This is an optimization exercise on Yosys and OpenROAD, whose aim is a short achievable clock period and few clock cycles per item, not a production implementation.
In this exercise RTL edits were held to simulation tests only and were not proved equivalent to the original.
Power and IR drop assume default switching activity.

== old ==
// rv_core
module rv_core (
  input  logic        clk,
  input  logic        reset_i,
  output logic [31:0] imem_addr_o,
  input  logic [31:0] imem_data_i,
  output logic [31:0] dmem_addr_o,
  output logic [31:0] dmem_wdata_o,
  output logic [3:0]  dmem_wstrb_o,
  output logic        dmem_we_o,
  input  logic [31:0] dmem_rdata_i,
  input  logic        dmem_stall_i,
  output logic        wb_valid_o,
  output logic [4:0]  wb_addr_o,
  output logic [31:0] wb_data_o
);
  localparam logic [6:0] OPC_OP     = 7'b0110011;
  localparam logic [6:0] OPC_OP_IMM = 7'b0010011;
  localparam logic [6:0] OPC_LUI    = 7'b0110111;
  localparam logic [6:0] OPC_AUIPC  = 7'b0010111;
  localparam logic [6:0] OPC_LOAD   = 7'b0000011;
  localparam logic [6:0] OPC_STORE  = 7'b0100011;
  function automatic logic [31:0] rev32(input logic [31:0] v);
    for (int i = 0; i < 32; i++) rev32[i] = v[31-i];
  endfunction
  function automatic logic [31:0] lanes(input logic [1:0] width, input logic [31:0] v);
    case (width)
      2'b00:   lanes = {4{v[7:0]}};
      2'b01:   lanes = {2{v[15:0]}};
      default: lanes = v;
    endcase
  endfunction
  function automatic logic [31:0] agu12(input logic [31:0] b, input logic [11:0] off);
    logic [12:0] lo;
    logic [19:0] hi;
    lo = {1'b0, b[11:0]} + {1'b0, off};
    case ({lo[12], off[11]})
      2'b10:   hi = b[31:12] + 20'd1;
      2'b01:   hi = b[31:12] - 20'd1;
      default: hi = b[31:12];
    endcase
    agu12 = {hi, lo[11:0]};
  endfunction
  function automatic logic [3:0] onehot4(input logic [1:0] v);
    onehot4 = 4'b0001 << v;
  endfunction
  function automatic logic [7:0] onehot8(input logic [2:0] v);
    onehot8 = 8'b0000_0001 << v;
  endfunction
  function automatic logic [3:0] strobes(input logic [1:0] width, input logic [1:0] off);
    case (width)
      2'b00:   strobes = 4'b0001 << off;
  ...
export LEC_CHECK = 0
export ABC_CLOCK_PERIOD_IN_PS = 2500
export CAP_MARGIN = 20
export CORE_MARGIN = 2
export CORE_UTILIZATION = 40
export SETUP_SLACK_MARGIN = 4.5
export SLEW_MARGIN = 20
export TNS_END_PERCENT = 100
create_clock -name core_clock -period 7.5 [get_ports {clk}]
run.sh (not shown) runs the stock make flow with config.mk's settings and CLKGATE_MAP_FILE= SYNTH_SCRIPT=/design/flow/synth_recipe.tcl, a recipe that flattens the netlist after the stock synthesis.
old: flow completed, timing, DRC and antenna clean
Testbench counts of old, summed over its fixed seeds: cycles 11,705, instrs 11,200.
#### Input delta (new over old)
--- a/flow/design.v
+++ b/flow/design.v
@@ -99,24 +99,30 @@
   function automatic logic [31:0] lanes(input logic [1:0] width, input logic [31:0] v);
     case (width)
       2'b00:   lanes = {4{v[7:0]}};
       2'b01:   lanes = {2{v[15:0]}};
       default: lanes = v;
     endcase
   endfunction
-  function automatic logic [31:0] agu12(input logic [31:0] b, input logic [11:0] off);
-    logic [12:0] lo;
-    logic [19:0] hi;
-    lo = {1'b0, b[11:0]} + {1'b0, off};
-    case ({lo[12], off[11]})
-      2'b10:   hi = b[31:12] + 20'd1;
-      2'b01:   hi = b[31:12] - 20'd1;
-      default: hi = b[31:12];
-    endcase
-    agu12 = {hi, lo[11:0]};
+  function automatic logic [31:0] ks_add(input logic [31:0] a, input logic [31:0] b);
+    logic [31:0] p, g, pp, gg, hp;
+    hp = a ^ b;
+    g  = a & b;
+    p  = a | b;
+    for (int l = 1; l < 32; l = l * 2) begin
+      pp = p;
+      gg = g;
+      for (int j = l; j < 32; j++) begin
+        gg[j] = g[j] | (p[j] & g[j - l]);
+        pp[j] = p[j] & p[j - l];
+      end
+      p = pp;
+      g = gg;
+    end
+    ks_add = hp ^ {g[30:0], 1'b0};
   endfunction
   function automatic logic [3:0] onehot4(input logic [1:0] v);
     onehot4 = 4'b0001 << v;
   endfunction
   function automatic logic [7:0] onehot8(input logic [2:0] v);
     onehot8 = 8'b0000_0001 << v;
   endfunction
@@ -131,15 +137,14 @@
   logic [31:2] d1_pcn;    
   logic        d1_valid;
   logic [31:0] d1_instr;
   logic [31:2] d1_pc;
   logic [31:0] d2_rf1, d2_rf2, d2_imm;
   logic [31:2] d2_pc;
   logic [4:0]  d2_rs1, d2_rs2, d2_rd;
-  logic        d2_m1, d2_m2;    
   logic        d2_use1, d2_use2, d2_rw, d2_load, d2_store, d2_op, d2_lui, d2_auipc;
   logic [1:0]  d2_width;
   logic        d2_sign;
   logic        d2_addsub, d2_sub, d2_and, d2_or, d2_xor, d2_slt, d2_sltu;
   logic        d2_sll, d2_srl, d2_sra;
   logic [31:0] x_a, x_ash, x_b, x_bx;           
   logic [3:0]  x_sh1;                           
@@ -228,25 +233,25 @@
     else if (w_v && w_rd == rs2) rf2 = w_data;
     else rf2 = regs[rs2];
   end
   always_ff @(posedge clk) begin
     if (w_v) regs[w_rd] <= w_data;
   end
   logic [31:0] fix1, fix2, base, bsel, agu;
-  logic        m1_next, m2_next;
-  assign m1_next = !hold && x_rw && x_rd == (front ? d2_rs1 : rs1) && (front ? d2_use1 : use1);
-  assign m2_next = !hold && x_rw && x_rd == (front ? d2_rs2 : rs2) && (front ? d2_use2 : use2);
+  logic        fwd1, fwd2;
+  assign fwd1 = !hold && x_rw && x_rd == (front ? d2_rs1 : rs1) && (front ? d2_use1 : use1);
+  assign fwd2 = !hold && x_rw && x_rd == (front ? d2_rs2 : rs2) && (front ? d2_use2 : use2);
   always_comb begin
-    fix1 = d2_m1 ? m_result : d2_rf1;
-    fix2 = d2_m2 ? m_result : d2_rf2;
+    fix1 = d2_rf1;
+    fix2 = d2_rf2;
     if (d2_lui)        base = '0;
     else if (d2_auipc) base = {d2_pc, 2'b00};
     else               base = fix1;
     bsel = d2_op ? fix2 : d2_imm;
-    agu  = d2_m1 ? agu12(m_result, d2_imm[11:0]) : agu12(d2_rf1, d2_imm[11:0]);
+    agu  = ks_add(fix1, d2_imm);
   end
   assign agi = (d2_load | d2_store) && d2_use1 && x_rw && x_rd == d2_rs1;
   always_ff @(posedge clk) begin
     if (reset_i) begin
       d2_rw    <= 1'b0;
       d2_load  <= 1'b0;
       d2_store <= 1'b0;
@@ -257,19 +262,17 @@
       d2_load  <= is_load;
       d2_store <= is_store;
       d2_use1  <= use1;
       d2_use2  <= use2;
     end
   end
   always_ff @(posedge clk) begin
-    d2_m1 <= m1_next;
-    d2_m2 <= m2_next;
+    d2_rf1 <= fwd1 ? res : (front ? d2_rf1 : rf1);
+    d2_rf2 <= fwd2 ? res : (front ? d2_rf2 : rf2);
     if (!front) begin
-      d2_rf1    <= rf1;
-      d2_rf2    <= rf2;
       d2_imm    <= imm;
       d2_pc     <= d1_pc;
       d2_rs1    <= rs1;
       d2_rs2    <= rs2;
       d2_rd     <= rd;
       d2_op     <= is_op;
       d2_lui    <= is_lui;
@@ -283,17 +286,14 @@
       d2_slt    <= is_alu && f3 == 3'b010;
       d2_sltu   <= is_alu && f3 == 3'b011;
       d2_xor    <= is_alu && f3 == 3'b100;
       d2_srl    <= is_alu && f3 == 3'b101 && !d1_instr[30];
       d2_sra    <= is_alu && f3 == 3'b101 && d1_instr[30];
       d2_or     <= is_alu && f3 == 3'b110;
       d2_and    <= is_alu && f3 == 3'b111;
-    end else begin
-      d2_rf1    <= fix1;
-      d2_rf2    <= fix2;
     end
   end
   logic        fa, fb, fs;
   logic [31:0] sd;
   assign fa = d2_use1 && x_rw && x_rd == d2_rs1;
   assign fb = d2_op && d2_use2 && x_rw && x_rd == d2_rs2;
   assign fs = d2_store && d2_use2 && x_rw && x_rd == d2_rs2;
@@ -315,15 +315,15 @@
     x_slt    <= !hold && d2_slt;
     x_sltu   <= !hold && d2_sltu;
     x_sll    <= !hold && d2_sll;
     x_sr     <= !hold && (d2_srl | d2_sra);
     x_sra    <= !hold && d2_sra;
   end
   logic [31:0] addr_k;
-  assign addr_k = agu12(x_base, x_imm[11:0]);
+  assign addr_k = x_base + x_imm;
   always_ff @(posedge clk) begin
     if (pkeep) begin
       x_addr  <= addr_k[31:2];
       x_wdata <= lanes(x_width, x_sd);
       x_strb  <= x_load ? 4'b0000 : strobes(x_width, x_off);
     end else begin
       x_addr  <= agu[31:2];
## What came out
old completed; timing, DRC and antenna clean
new finished every stage and its layout cleared the timing, DRC and antenna checks.
Of new and old, the lower final-layout clock buffer total belongs to old.
The higher count of clock tree sinks of new and old is in new.
Lower part of the cycle the worst path needs was reported by new, not old.
Between new and old, share of final-layout standard cells stronger than drive strength 1 is higher for old, new comes in under that.
[compare] base=old new=new: clock tree buffer depth about even, biggest fanout along the worst timing path went up.
From old to new, total setup violations reported at the end of the flow did not move at all.
The hold slack of new was inferior to that of old.
Taking old as the reference, in new total power of the final layout fell by about 2%, fmax rose 46%, part of the power in combinational logic has decreased.
Testbench counts of new, summed over its fixed seeds: cycles 11,705, instrs 11,200.

port drivers added, routing unchanged:
Ports are ideal in the flow. The routed layouts listed here were re-timed in OpenROAD.
Step 1, drivers: a clkbuf_16 drives clk and a buf_2 each remaining input, both assumed.
Step 2 adds t to the input delays and takes it off the output delays; t is the mean of the earliest and latest rising clock arrival at the registers after step 1. Input paths then give back, and output paths get back, about the clock's delay inside the block.
a / b / c = no drivers / after step 1 / after step 2; a / b = the first two.
run	t, ns	setup WS [ns]	worst register clock-pin slew, ns	worst slew at a driven data input, ns
old	0.924	2.515 / 2.515 / 2.515	0.07 / 0.07	0.14
new	0.933	4.089 / 4.089 / 3.319	0.07 / 0.07	0.11
After both steps setup and hold are still met in every run listed. The setup slack of new, which loses most, moves by 0.000 ns with the drivers and by -0.770 ns with both steps.
